Context: an optimization exercise on an open-source flow, tuned for small area and a short achievable clock period. The choices shown serve that exercise and are no tape-out recipe.
RTL that was checked went through simulation tests only; none was proved equivalent to the original.
Power is estimated from default activity; no workload was simulated.

==> run R: inputs <==
## divTop
module divTop (
    input  logic        clk,
    input  logic        arstN,
    input  logic        inValid,
    input  logic [15:0] dividend,
    input  logic [15:0] divisor,
    output logic        outValid,
    output logic [15:0] quotient,
    output logic [15:0] remainder,
    output logic        err
);
    logic [14:0] am_c, dm_c;
    logic        neg_c, err_c;
    assign am_c  = dividend[15] ? (~dividend[14:0] + 15'd1) : dividend[14:0];
    assign dm_c  = divisor[15] ? divisor[14:0] : ~divisor[14:0];
    logic ci_c;
    assign ci_c  = ~divisor[15];
    assign neg_c = dividend[15] ^ divisor[15];
    assign err_c = (dividend == 16'h8000) || (divisor[14:0] == 15'd0);
    logic am14_c, dOne_c;
    assign am14_c = dividend[15] ? (~dividend[14] ^ (dividend[13:0] == 14'd0)) : dividend[14];
    assign dOne_c = (divisor == 16'h0001) || (divisor == 16'hffff);
    logic [0:0] qs0, r0;
    assign qs0 = am14_c & dOne_c;
    assign r0  = am14_c & ~dOne_c;
    logic [13:0] ar_1;
    assign ar_1 = am_c[13:0];
    logic v_1;
    always_ff @(posedge clk or negedge arstN)
        if (!arstN) v_1 <= 1'b0;
        else        v_1 <= inValid;
    logic [14:0] d_1;
    logic [13:0] a_1;
    logic [0:0] q_1;
    logic [0:0] r_1;
    logic [0:0] neg_1;
    logic [0:0] err_1;
    logic [0:0] ci_1;
    always_ff @(posedge clk) begin
        d_1 <= dm_c;
        a_1 <= ar_1;
        q_1 <= qs0;
        r_1 <= r0;
        neg_1 <= neg_c;
        err_1 <= err_c;
        ci_1 <= ci_c;
    end
    logic [1:0] s1;
    assign s1 = {r_1, a_1[13]};
    logic [2:0] t1;
    assign t1 = {1'b0, s1} + {1'b0, d_1[1:0]} + 3'(ci_1);
    logic qb1;
  ...
export LEC_CHECK = 0
export ABC_AREA = 1
export CAP_MARGIN = 20
export CORE_MARGIN = 2
export CORE_UTILIZATION = 40
export CTS_BUF_LIST = sky130_fd_sc_hd__clkbuf_16
export CTS_CLUSTER_DIAMETER = 150
export CTS_CLUSTER_SIZE = 25
export SLEW_MARGIN = 20
create_clock -name core_clock -period 11.0 [get_ports {clk}]
standard.sh (not shown) runs the stock make flow with config.mk's settings and CLKGATE_MAP_FILE= SYNTH_SCRIPT=/design/flow/synth_recipe.tcl, a recipe that flattens the netlist after the stock synthesis.
==> flow/flow/run.sh <==
#!/bin/bash
# Standard layout (the standard.sh), with timing repair aiming a few ns below the clock
# period (flow/margin.txt, passed as SETUP_SLACK_MARGIN) and any extra ORFS make variables
# listed one per line in flow/extra.txt. The whole output goes to standard_flow.log here.
set -euo pipefail
cd "$(dirname "$0")/.."
MARGIN=$(cat flow/margin.txt)
ARGS=()
if [[ -f flow/extra.txt ]]; then
  while IFS= read -r line; do
    [[ -n "$line" ]] && ARGS+=("$line")
  done < flow/extra.txt
fi
bash standard.sh "SETUP_SLACK_MARGIN=$MARGIN" "${ARGS[@]}" finish > standard_flow.log 2>&1
==> flow/flow/extra.txt <==
BUFFER_PORTS_ARGS=-buffer_cell sky130_fd_sc_hd__buf_2
==> flow/flow/margin.txt <==
7.5
==> inputs of run A, as changes to run R <==
==> flow/design.v (replaced) <==
`timescale 1ns/1ps
module divTop (
    input  logic        clk,
    input  logic        arstN,
    input  logic        inValid,
    input  logic [15:0] dividend,
    input  logic [15:0] divisor,
    output logic        outValid,
    output logic [15:0] quotient,
    output logic [15:0] remainder,
    output logic        err
);
    logic [14:0] am_c, dm_c;
    logic        neg_c, err_c;
    assign am_c  = dividend[15] ? (~dividend[14:0] + 15'd1) : dividend[14:0];
    assign dm_c  = divisor[15] ? (~divisor[14:0] + 15'd1) : divisor[14:0];
    assign neg_c = dividend[15] ^ divisor[15];
    assign err_c = (dividend == 16'h8000) || (divisor[14:0] == 15'd0);
    logic am14_c, dOne_c;
    assign am14_c = dividend[15] ? (~dividend[14] ^ (dividend[13:0] == 14'd0)) : dividend[14];
    assign dOne_c = (divisor == 16'h0001) || (divisor == 16'hffff);
    logic [0:0] qs0, r0;
    assign qs0 = am14_c & dOne_c;
    assign r0  = am14_c & ~dOne_c;
    logic [13:0] ar_1;
    assign ar_1 = am_c[13:0];
    logic v_1;
    always_ff @(posedge clk or negedge arstN)
        if (!arstN) v_1 <= 1'b0;
        else        v_1 <= inValid;
    logic [14:0] d_1;
    logic [13:0] a_1;
    logic [0:0] q_1;
    logic [0:0] r_1;
    logic [0:0] neg_1;
    logic [0:0] err_1;
    always_ff @(posedge clk) begin
        d_1 <= dm_c;
        a_1 <= ar_1;
        q_1 <= qs0;
        r_1 <= r0;
        neg_1 <= neg_c;
        err_1 <= err_c;
    end
    logic [1:0] s1;
    assign s1 = {r_1, a_1[13]};
    logic [2:0] t1;
    assign t1 = {1'b0, s1} - {1'b0, d_1[1:0]};
    logic qb1;
    assign qb1 = ~t1[2] & (d_1[14:2] == 13'd0);
    logic [1:0] r1;
    assign r1 = qb1 ? t1[1:0] : s1;
    logic [1:0] qs1;
    assign qs1 = {q_1, qb1};
    logic [2:0] s2;
    assign s2 = {r1, a_1[12]};
    logic [3:0] t2;
    assign t2 = {1'b0, s2} - {1'b0, d_1[2:0]};
    logic qb2;
    assign qb2 = ~t2[3] & (d_1[14:3] == 12'd0);
    logic [2:0] r2;
    assign r2 = qb2 ? t2[2:0] : s2;
    logic [2:0] qs2;
    assign qs2 = {qs1, qb2};
    logic [3:0] s3;
    assign s3 = {r2, a_1[11]};
    logic [4:0] t3;
    assign t3 = {1'b0, s3} - {1'b0, d_1[3:0]};
    logic qb3;
    assign qb3 = ~t3[4] & (d_1[14:4] == 11'd0);
    logic [3:0] r3;
    assign r3 = qb3 ? t3[3:0] : s3;
    logic [3:0] qs3;
    assign qs3 = {qs2, qb3};
    logic [10:0] ar_2;
    assign ar_2 = a_1[10:0];
    logic v_2;
    always_ff @(posedge clk or negedge arstN)
        if (!arstN) v_2 <= 1'b0;
        else        v_2 <= v_1;
    logic [14:0] d_2;
    logic [10:0] a_2;
    logic [3:0] q_2;
    logic [3:0] r_2;
    logic [0:0] neg_2;
    logic [0:0] err_2;
    always_ff @(posedge clk) begin
        d_2 <= d_1;
        a_2 <= ar_2;
        q_2 <= qs3;
        r_2 <= r3;
        neg_2 <= neg_1;
        err_2 <= err_1;
    end
    logic [4:0] s4;
    assign s4 = {r_2, a_2[10]};
    logic [5:0] t4;
    assign t4 = {1'b0, s4} - {1'b0, d_2[4:0]};
    logic qb4;
    assign qb4 = ~t4[5] & (d_2[14:5] == 10'd0);
    logic [4:0] r4;
    assign r4 = qb4 ? t4[4:0] : s4;
    logic [4:0] qs4;
    assign qs4 = {q_2, qb4};
    logic [5:0] s5;
    assign s5 = {r4, a_2[9]};
    logic [6:0] t5;
    assign t5 = {1'b0, s5} - {1'b0, d_2[5:0]};
    logic qb5;
    assign qb5 = ~t5[6] & (d_2[14:6] == 9'd0);
    logic [5:0] r5;
    assign r5 = qb5 ? t5[5:0] : s5;
    logic [5:0] qs5;
    assign qs5 = {qs4, qb5};
    logic [8:0] ar_3;
    assign ar_3 = a_2[8:0];
    logic v_3;
    always_ff @(posedge clk or negedge arstN)
        if (!arstN) v_3 <= 1'b0;
        else        v_3 <= v_2;
    logic [14:0] d_3;
    logic [8:0] a_3;
    logic [5:0] q_3;
    logic [5:0] r_3;
    logic [0:0] neg_3;
    logic [0:0] err_3;
    always_ff @(posedge clk) begin
        d_3 <= d_2;
        a_3 <= ar_3;
        q_3 <= qs5;
        r_3 <= r5;
        neg_3 <= neg_2;
        err_3 <= err_2;
    end
    logic [6:0] s6;
    assign s6 = {r_3, a_3[8]};
    logic [7:0] t6;
    assign t6 = {1'b0, s6} - {1'b0, d_3[6:0]};
    logic qb6;
    assign qb6 = ~t6[7] & (d_3[14:7] == 8'd0);
    logic [6:0] r6;
    assign r6 = qb6 ? t6[6:0] : s6;
    logic [6:0] qs6;
    assign qs6 = {q_3, qb6};
    logic [7:0] s7;
    assign s7 = {r6, a_3[7]};
    logic [8:0] t7;
    assign t7 = {1'b0, s7} - {1'b0, d_3[7:0]};
    logic qb7;
    assign qb7 = ~t7[8] & (d_3[14:8] == 7'd0);
    logic [7:0] r7;
    assign r7 = qb7 ? t7[7:0] : s7;
    logic [7:0] qs7;
    assign qs7 = {qs6, qb7};
    logic [6:0] ar_4;
    assign ar_4 = a_3[6:0];
    logic v_4;
    always_ff @(posedge clk or negedge arstN)
        if (!arstN) v_4 <= 1'b0;
        else        v_4 <= v_3;
    logic [14:0] d_4;
    logic [6:0] a_4;
    logic [7:0] q_4;
    logic [7:0] r_4;
    logic [0:0] neg_4;
    logic [0:0] err_4;
    always_ff @(posedge clk) begin
        d_4 <= d_3;
        a_4 <= ar_4;
        q_4 <= qs7;
        r_4 <= r7;
        neg_4 <= neg_3;
        err_4 <= err_3;
    end
    logic [8:0] s8;
    assign s8 = {r_4, a_4[6]};
    logic [9:0] t8;
    assign t8 = {1'b0, s8} - {1'b0, d_4[8:0]};
    logic qb8;
    assign qb8 = ~t8[9] & (d_4[14:9] == 6'd0);
    logic [8:0] r8;
    assign r8 = qb8 ? t8[8:0] : s8;
    logic [8:0] qs8;
    assign qs8 = {q_4, qb8};
    logic [9:0] s9;
    assign s9 = {r8, a_4[5]};
    logic [10:0] t9;
    assign t9 = {1'b0, s9} - {1'b0, d_4[9:0]};
    logic qb9;
    assign qb9 = ~t9[10] & (d_4[14:10] == 5'd0);
    logic [9:0] r9;
    assign r9 = qb9 ? t9[9:0] : s9;
    logic [9:0] qs9;
    assign qs9 = {qs8, qb9};
    logic [4:0] ar_5;
    assign ar_5 = a_4[4:0];
    logic v_5;
    always_ff @(posedge clk or negedge arstN)
        if (!arstN) v_5 <= 1'b0;
        else        v_5 <= v_4;
    logic [14:0] d_5;
    logic [4:0] a_5;
    logic [9:0] q_5;
    logic [9:0] r_5;
    logic [0:0] neg_5;
    logic [0:0] err_5;
    always_ff @(posedge clk) begin
        d_5 <= d_4;
        a_5 <= ar_5;
        q_5 <= qs9;
        r_5 <= r9;
        neg_5 <= neg_4;
        err_5 <= err_4;
    end
    logic [10:0] s10;
    assign s10 = {r_5, a_5[4]};
    logic [11:0] t10;
    assign t10 = {1'b0, s10} - {1'b0, d_5[10:0]};
    logic qb10;
    assign qb10 = ~t10[11] & (d_5[14:11] == 4'd0);
    logic [10:0] r10;
    assign r10 = qb10 ? t10[10:0] : s10;
    logic [10:0] qs10;
    assign qs10 = {q_5, qb10};
    logic [11:0] s11;
    assign s11 = {r10, a_5[3]};
    logic [12:0] t11;
    assign t11 = {1'b0, s11} - {1'b0, d_5[11:0]};
    logic qb11;
    assign qb11 = ~t11[12] & (d_5[14:12] == 3'd0);
    logic [11:0] r11;
    assign r11 = qb11 ? t11[11:0] : s11;
    logic [11:0] qs11;
    assign qs11 = {qs10, qb11};
    logic [2:0] ar_6;
    assign ar_6 = a_5[2:0];
    logic v_6;
    always_ff @(posedge clk or negedge arstN)
        if (!arstN) v_6 <= 1'b0;
        else        v_6 <= v_5;
    logic [14:0] d_6;
    logic [2:0] a_6;
    logic [11:0] q_6;
    logic [11:0] r_6;
    logic [0:0] neg_6;
    logic [0:0] err_6;
    always_ff @(posedge clk) begin
        d_6 <= d_5;
        a_6 <= ar_6;
        q_6 <= qs11;
        r_6 <= r11;
        neg_6 <= neg_5;
        err_6 <= err_5;
    end
    logic [12:0] s12;
    assign s12 = {r_6, a_6[2]};
    logic [13:0] t12;
    assign t12 = {1'b0, s12} - {1'b0, d_6[12:0]};
    logic qb12;
    assign qb12 = ~t12[13] & (d_6[14:13] == 2'd0);
    logic [12:0] r12;
    assign r12 = qb12 ? t12[12:0] : s12;
    logic [12:0] qs12;
    assign qs12 = {q_6, qb12};
    logic [13:0] s13;
    assign s13 = {r12, a_6[1]};
    logic [14:0] t13;
    assign t13 = {1'b0, s13} - {1'b0, d_6[13:0]};
    logic qb13;
    assign qb13 = ~t13[14] & (d_6[14:14] == 1'd0);
    logic [13:0] r13;
    assign r13 = qb13 ? t13[13:0] : s13;
    logic [13:0] qs13;
    assign qs13 = {qs12, qb13};
    logic [0:0] ar_7;
    assign ar_7 = a_6[0:0];
    logic v_7;
    always_ff @(posedge clk or negedge arstN)
        if (!arstN) v_7 <= 1'b0;
        else        v_7 <= v_6;
    logic [14:0] d_7;
    logic [0:0] a_7;
    logic [13:0] q_7;
    logic [13:0] r_7;
    logic [0:0] neg_7;
    logic [0:0] err_7;
    always_ff @(posedge clk) begin
        d_7 <= d_6;
        a_7 <= ar_7;
        q_7 <= qs13;
        r_7 <= r13;
        neg_7 <= neg_6;
        err_7 <= err_6;
    end
    logic [14:0] s14;
    assign s14 = {r_7, a_7[0]};
    logic [15:0] t14;
    assign t14 = {1'b0, s14} - {1'b0, d_7[14:0]};
    logic qb14;
    assign qb14 = ~t14[15];
    logic [14:0] r14;
    assign r14 = qb14 ? t14[14:0] : s14;
    logic [14:0] qs14;
    assign qs14 = {q_7, qb14};
    logic [15:0] qo_c;
    logic [15:0] z_c;
    assign z_c[0] = 1'b0;
    genvar gz;
    for (gz = 1; gz < 16; gz++) begin : gZ
        assign z_c[gz] = |qs14[gz-1:0];
    end
    assign qo_c = {1'b0, qs14} ^ ({16{neg_7}} & z_c);
    logic v_8;
    always_ff @(posedge clk or negedge arstN)
        if (!arstN) v_8 <= 1'b0;
        else        v_8 <= v_7;
    logic [15:0] qo_8;
    logic [14:0] r_8;
    logic [0:0] err_8;
    always_ff @(posedge clk) begin
        qo_8 <= qo_c;
        r_8 <= r14;
        err_8 <= err_7;
    end
    assign outValid  = v_8;
    assign quotient  = qo_8;
    assign remainder = {1'b0, r_8};
    assign err       = err_8;
endmodule
CORE_UTILIZATION = 50   (was 40)
==> inputs of run K, as changes to run R <==
==> flow/design.v (replaced) <==
`timescale 1ns/1ps
module divTop (
    input  logic        clk,
    input  logic        arstN,
    input  logic        inValid,
    input  logic [15:0] dividend,
    input  logic [15:0] divisor,
    output logic        outValid,
    output logic [15:0] quotient,
    output logic [15:0] remainder,
    output logic        err
);
    logic [14:0] am_c, dm_c;
    logic        neg_c, err_c;
    assign am_c  = dividend[15] ? (~dividend[14:0] + 15'd1) : dividend[14:0];
    assign dm_c  = divisor[15] ? (~divisor[14:0] + 15'd1) : divisor[14:0];
    assign neg_c = dividend[15] ^ divisor[15];
    assign err_c = (dividend == 16'h8000) || (divisor[14:0] == 15'd0);
    logic am14_c, dOne_c;
    assign am14_c = dividend[15] ? (~dividend[14] ^ (dividend[13:0] == 14'd0)) : dividend[14];
    assign dOne_c = (divisor == 16'h0001) || (divisor == 16'hffff);
    logic [0:0] qs0, r0;
    assign qs0 = am14_c & dOne_c;
    assign r0  = am14_c & ~dOne_c;
    logic [13:0] ar_1;
    assign ar_1 = am_c[13:0];
    logic v_1;
    always_ff @(posedge clk or negedge arstN)
        if (!arstN) v_1 <= 1'b0;
        else        v_1 <= inValid;
    logic [14:0] d_1;
    logic [13:0] a_1;
    logic [0:0] q_1;
    logic [0:0] r_1;
    logic [0:0] neg_1;
    logic [0:0] err_1;
    always_ff @(posedge clk) begin
        d_1 <= dm_c;
        a_1 <= ar_1;
        q_1 <= qs0;
        r_1 <= r0;
        neg_1 <= neg_c;
        err_1 <= err_c;
    end
    logic [1:0] s1;
    assign s1 = {r_1, a_1[13]};
    logic [2:0] t1;
    assign t1 = {1'b0, s1} - {1'b0, d_1[1:0]};
    logic qb1;
    assign qb1 = ~t1[2] & (d_1[14:2] == 13'd0);
    logic [1:0] r1;
    assign r1 = qb1 ? t1[1:0] : s1;
    logic [1:0] qs1;
    assign qs1 = {q_1, qb1};
    logic [2:0] s2;
    assign s2 = {r1, a_1[12]};
    logic [3:0] t2;
    assign t2 = {1'b0, s2} - {1'b0, d_1[2:0]};
    logic qb2;
    assign qb2 = ~t2[3] & (d_1[14:3] == 12'd0);
    logic [2:0] r2;
    assign r2 = qb2 ? t2[2:0] : s2;
    logic [2:0] qs2;
    assign qs2 = {qs1, qb2};
    logic [3:0] s3;
    assign s3 = {r2, a_1[11]};
    logic [4:0] t3;
    assign t3 = {1'b0, s3} - {1'b0, d_1[3:0]};
    logic qb3;
    assign qb3 = ~t3[4] & (d_1[14:4] == 11'd0);
    logic [3:0] r3;
    assign r3 = qb3 ? t3[3:0] : s3;
    logic [3:0] qs3;
    assign qs3 = {qs2, qb3};
    logic [10:0] ar_2;
    assign ar_2 = a_1[10:0];
    logic v_2;
    always_ff @(posedge clk or negedge arstN)
        if (!arstN) v_2 <= 1'b0;
        else        v_2 <= v_1;
    logic [14:0] d_2;
    logic [10:0] a_2;
    logic [3:0] q_2;
    logic [3:0] r_2;
    logic [0:0] neg_2;
    logic [0:0] err_2;
    always_ff @(posedge clk) begin
        d_2 <= d_1;
        a_2 <= ar_2;
        q_2 <= qs3;
        r_2 <= r3;
        neg_2 <= neg_1;
        err_2 <= err_1;
    end
    logic [4:0] s4;
    assign s4 = {r_2, a_2[10]};
    logic [5:0] t4;
    assign t4 = {1'b0, s4} - {1'b0, d_2[4:0]};
    logic qb4;
    assign qb4 = ~t4[5] & (d_2[14:5] == 10'd0);
    logic [4:0] r4;
    assign r4 = qb4 ? t4[4:0] : s4;
    logic [4:0] qs4;
    assign qs4 = {q_2, qb4};
    logic [5:0] s5;
    assign s5 = {r4, a_2[9]};
    logic [6:0] t5;
    assign t5 = {1'b0, s5} - {1'b0, d_2[5:0]};
    logic qb5;
    assign qb5 = ~t5[6] & (d_2[14:6] == 9'd0);
    logic [5:0] r5;
    assign r5 = qb5 ? t5[5:0] : s5;
    logic [5:0] qs5;
    assign qs5 = {qs4, qb5};
    logic [8:0] ar_3;
    assign ar_3 = a_2[8:0];
    logic v_3;
    always_ff @(posedge clk or negedge arstN)
        if (!arstN) v_3 <= 1'b0;
        else        v_3 <= v_2;
    logic [14:0] d_3;
    logic [8:0] a_3;
    logic [5:0] q_3;
    logic [5:0] r_3;
    logic [0:0] neg_3;
    logic [0:0] err_3;
    always_ff @(posedge clk) begin
        d_3 <= d_2;
        a_3 <= ar_3;
        q_3 <= qs5;
        r_3 <= r5;
        neg_3 <= neg_2;
        err_3 <= err_2;
    end
    logic [6:0] s6;
    assign s6 = {r_3, a_3[8]};
    logic [7:0] t6;
    assign t6 = {1'b0, s6} - {1'b0, d_3[6:0]};
    logic qb6;
    assign qb6 = ~t6[7] & (d_3[14:7] == 8'd0);
    logic [6:0] r6;
    assign r6 = qb6 ? t6[6:0] : s6;
    logic [6:0] qs6;
    assign qs6 = {q_3, qb6};
    logic [7:0] s7;
    assign s7 = {r6, a_3[7]};
    logic [8:0] t7;
    assign t7 = {1'b0, s7} - {1'b0, d_3[7:0]};
    logic qb7;
    assign qb7 = ~t7[8] & (d_3[14:8] == 7'd0);
    logic [7:0] r7;
    assign r7 = qb7 ? t7[7:0] : s7;
    logic [7:0] qs7;
    assign qs7 = {qs6, qb7};
    logic [6:0] ar_4;
    assign ar_4 = a_3[6:0];
    logic v_4;
    always_ff @(posedge clk or negedge arstN)
        if (!arstN) v_4 <= 1'b0;
        else        v_4 <= v_3;
    logic [14:0] d_4;
    logic [6:0] a_4;
    logic [7:0] q_4;
    logic [7:0] r_4;
    logic [0:0] neg_4;
    logic [0:0] err_4;
    always_ff @(posedge clk) begin
        d_4 <= d_3;
        a_4 <= ar_4;
        q_4 <= qs7;
        r_4 <= r7;
        neg_4 <= neg_3;
        err_4 <= err_3;
    end
    logic [8:0] s8;
    assign s8 = {r_4, a_4[6]};
    logic [9:0] t8;
    assign t8 = {1'b0, s8} - {1'b0, d_4[8:0]};
    logic qb8;
    assign qb8 = ~t8[9] & (d_4[14:9] == 6'd0);
    logic [8:0] r8;
    assign r8 = qb8 ? t8[8:0] : s8;
    logic [8:0] qs8;
    assign qs8 = {q_4, qb8};
    logic [9:0] s9;
    assign s9 = {r8, a_4[5]};
    logic [10:0] t9;
    assign t9 = {1'b0, s9} - {1'b0, d_4[9:0]};
    logic qb9;
    assign qb9 = ~t9[10] & (d_4[14:10] == 5'd0);
    logic [9:0] r9;
    assign r9 = qb9 ? t9[9:0] : s9;
    logic [9:0] qs9;
    assign qs9 = {qs8, qb9};
    logic [4:0] ar_5;
    assign ar_5 = a_4[4:0];
    logic v_5;
    always_ff @(posedge clk or negedge arstN)
        if (!arstN) v_5 <= 1'b0;
        else        v_5 <= v_4;
    logic [14:0] d_5;
    logic [4:0] a_5;
    logic [9:0] q_5;
    logic [9:0] r_5;
    logic [0:0] neg_5;
    logic [0:0] err_5;
    always_ff @(posedge clk) begin
        d_5 <= d_4;
        a_5 <= ar_5;
        q_5 <= qs9;
        r_5 <= r9;
        neg_5 <= neg_4;
        err_5 <= err_4;
    end
    logic [10:0] s10;
    assign s10 = {r_5, a_5[4]};
    logic [11:0] t10;
    assign t10 = {1'b0, s10} - {1'b0, d_5[10:0]};
    logic qb10;
    assign qb10 = ~t10[11] & (d_5[14:11] == 4'd0);
    logic [10:0] r10;
    assign r10 = qb10 ? t10[10:0] : s10;
    logic [10:0] qs10;
    assign qs10 = {q_5, qb10};
    logic [11:0] s11;
    assign s11 = {r10, a_5[3]};
    logic [12:0] t11;
    assign t11 = {1'b0, s11} - {1'b0, d_5[11:0]};
    logic qb11;
    assign qb11 = ~t11[12] & (d_5[14:12] == 3'd0);
    logic [11:0] r11;
    assign r11 = qb11 ? t11[11:0] : s11;
    logic [11:0] qs11;
    assign qs11 = {qs10, qb11};
    logic [2:0] ar_6;
    assign ar_6 = a_5[2:0];
    logic v_6;
    always_ff @(posedge clk or negedge arstN)
        if (!arstN) v_6 <= 1'b0;
        else        v_6 <= v_5;
    logic [14:0] d_6;
    logic [2:0] a_6;
    logic [11:0] q_6;
    logic [11:0] r_6;
    logic [0:0] neg_6;
    logic [0:0] err_6;
    always_ff @(posedge clk) begin
        d_6 <= d_5;
        a_6 <= ar_6;
        q_6 <= qs11;
        r_6 <= r11;
        neg_6 <= neg_5;
        err_6 <= err_5;
    end
    logic [12:0] s12;
    assign s12 = {r_6, a_6[2]};
    logic [13:0] t12;
    assign t12 = {1'b0, s12} - {1'b0, d_6[12:0]};
    logic qb12;
    assign qb12 = ~t12[13] & (d_6[14:13] == 2'd0);
    logic [12:0] r12;
    assign r12 = qb12 ? t12[12:0] : s12;
    logic [12:0] qs12;
    assign qs12 = {q_6, qb12};
    logic [13:0] s13;
    assign s13 = {r12, a_6[1]};
    logic [14:0] t13;
    assign t13 = {1'b0, s13} - {1'b0, d_6[13:0]};
    logic qb13;
    assign qb13 = ~t13[14] & (d_6[14:14] == 1'd0);
    logic [13:0] r13;
    assign r13 = qb13 ? t13[13:0] : s13;
    logic [13:0] qs13;
    assign qs13 = {qs12, qb13};
    logic [0:0] ar_7;
    assign ar_7 = a_6[0:0];
    logic v_7;
    always_ff @(posedge clk or negedge arstN)
        if (!arstN) v_7 <= 1'b0;
        else        v_7 <= v_6;
    logic [14:0] d_7;
    logic [0:0] a_7;
    logic [13:0] q_7;
    logic [13:0] r_7;
    logic [0:0] neg_7;
    logic [0:0] err_7;
    always_ff @(posedge clk) begin
        d_7 <= d_6;
        a_7 <= ar_7;
        q_7 <= qs13;
        r_7 <= r13;
        neg_7 <= neg_6;
        err_7 <= err_6;
    end
    logic [14:0] s14;
    assign s14 = {r_7, a_7[0]};
    logic [15:0] t14;
    assign t14 = {1'b0, s14} - {1'b0, d_7[14:0]};
    logic qb14;
    assign qb14 = ~t14[15];
    logic [14:0] r14;
    assign r14 = qb14 ? t14[14:0] : s14;
    logic [14:0] qs14;
    assign qs14 = {q_7, qb14};
    logic [15:0] qo_c;
    logic [15:0] z_c;
    assign z_c[0] = 1'b0;
    genvar gz;
    for (gz = 1; gz < 16; gz++) begin : gZ
        assign z_c[gz] = |qs14[gz-1:0];
    end
    assign qo_c = {1'b0, qs14} ^ ({16{neg_7}} & z_c);
    logic v_8;
    always_ff @(posedge clk or negedge arstN)
        if (!arstN) v_8 <= 1'b0;
        else        v_8 <= v_7;
    logic [15:0] qo_8;
    logic [14:0] r_8;
    logic [0:0] err_8;
    always_ff @(posedge clk) begin
        qo_8 <= qo_c;
        r_8 <= r14;
        err_8 <= err_7;
    end
    assign outValid  = v_8;
    assign quotient  = qo_8;
    assign remainder = {1'b0, r_8};
    assign err       = err_8;
endmodule
==> flow/flow/margin.txt (replaced) <==
7.65
==> summary.txt <==
quantity	run R	run K	run A
Reg power frac	0.418	0.400	0.409
Comb group	1.38 mW	1.52 mW	1.44 mW
Worst-skew pair later-pin latency	530 ps	510 ps	510 ps
Maximum VDD drop	0.09164 mV	0.08924 mV	0.09282 mV
Critical Path Max Stage Delay	360 ps	380 ps	370 ps
Part of the cycle the worst path needs	0.3124	0.2991	0.3019
Leakage power of the design	8.678 nW	8.816 nW	8.678 nW
Global-route usage over all layers	0.1708	0.1748	0.2176
Multi-input gate share of the layout cell area	0.4657	0.4808	0.4736
Mapped Avg Cell Area	8.033 µm²	7.848 µm²	7.848 µm²
Number of clock buffers inserted by TritonCTS	17	16	16
# fillers	3694	3757	2923
Cell Area, Placed	16200 µm²	16210 µm²	16070 µm²
Destination of the worst hold path	q_7[10]	a_2[6]	q_7[9]
Result of the run	timing/DRC/antenna clean	timing/DRC/antenna clean	timing/DRC/antenna clean
PnR Total Power	3.499 mW	3.586 mW	3.503 mW
PnR worst setup slack	7563 ps	7710 ps	7679 ps
Final non-filler cell area	17330 µm²	17720 µm²	16900 µm²
Sequential share of cell area	0.3799	0.3646	0.3808
Share of post-route cells with drive strength above 1	0.1142	0.1419	0.09543
Required time of the critical path	11460 ps	11390 ps	11390 ps
Count of plain and timing-repair buffers	87	84	69
Routed wire length	34000 µm	35940 µm	35360 µm
Worst Hold Launch	q_6[8]	a_1[6]	q_6[7]
Area share of the largest cell type after synthesis	0.4143	0.4049	0.4049
Area fraction in and, or, nand and nor cells after synthesis	0.2566	0.2644	0.2644
Only the layout flow was run in run R; the RTL was not checked for function there.

## separate check: timing with driven ports
No port has a modelled driver above. Below, the same layouts with a new extraction and two added sets of constraints.
Step 1: set_driving_cell puts a clkbuf_16 on clk and a buf_2 on each other input, an assumption about the parent block.
Step 2 also shifts input and output timing later by t, the mid clock arrival at the registers, as if the neighbouring blocks saw the same clock.
Slacks: ideal ports / drivers / drivers and shift; pairs: ideal ports / drivers.
| run | shift t [ns] | setup WS [ns] | worst setup path at the end | slew at the worst register clock pin (ns) |
|---|---|---|---|---|
| run R | 0.565 | 7.563 / 7.563 / 7.389 | input to register | 0.10 / 0.10 |
| run A | 0.548 | 7.679 / 7.679 / 7.365 | input to register | 0.11 / 0.11 |
| run K | 0.550 | 7.710 / 7.710 / 7.356 | input to register | 0.10 / 0.10 |
After both steps setup and hold are still met in every run listed. For run K, which loses most, drivers alone change the setup slack by 0.000 ns; drivers and shift together by -0.354 ns.
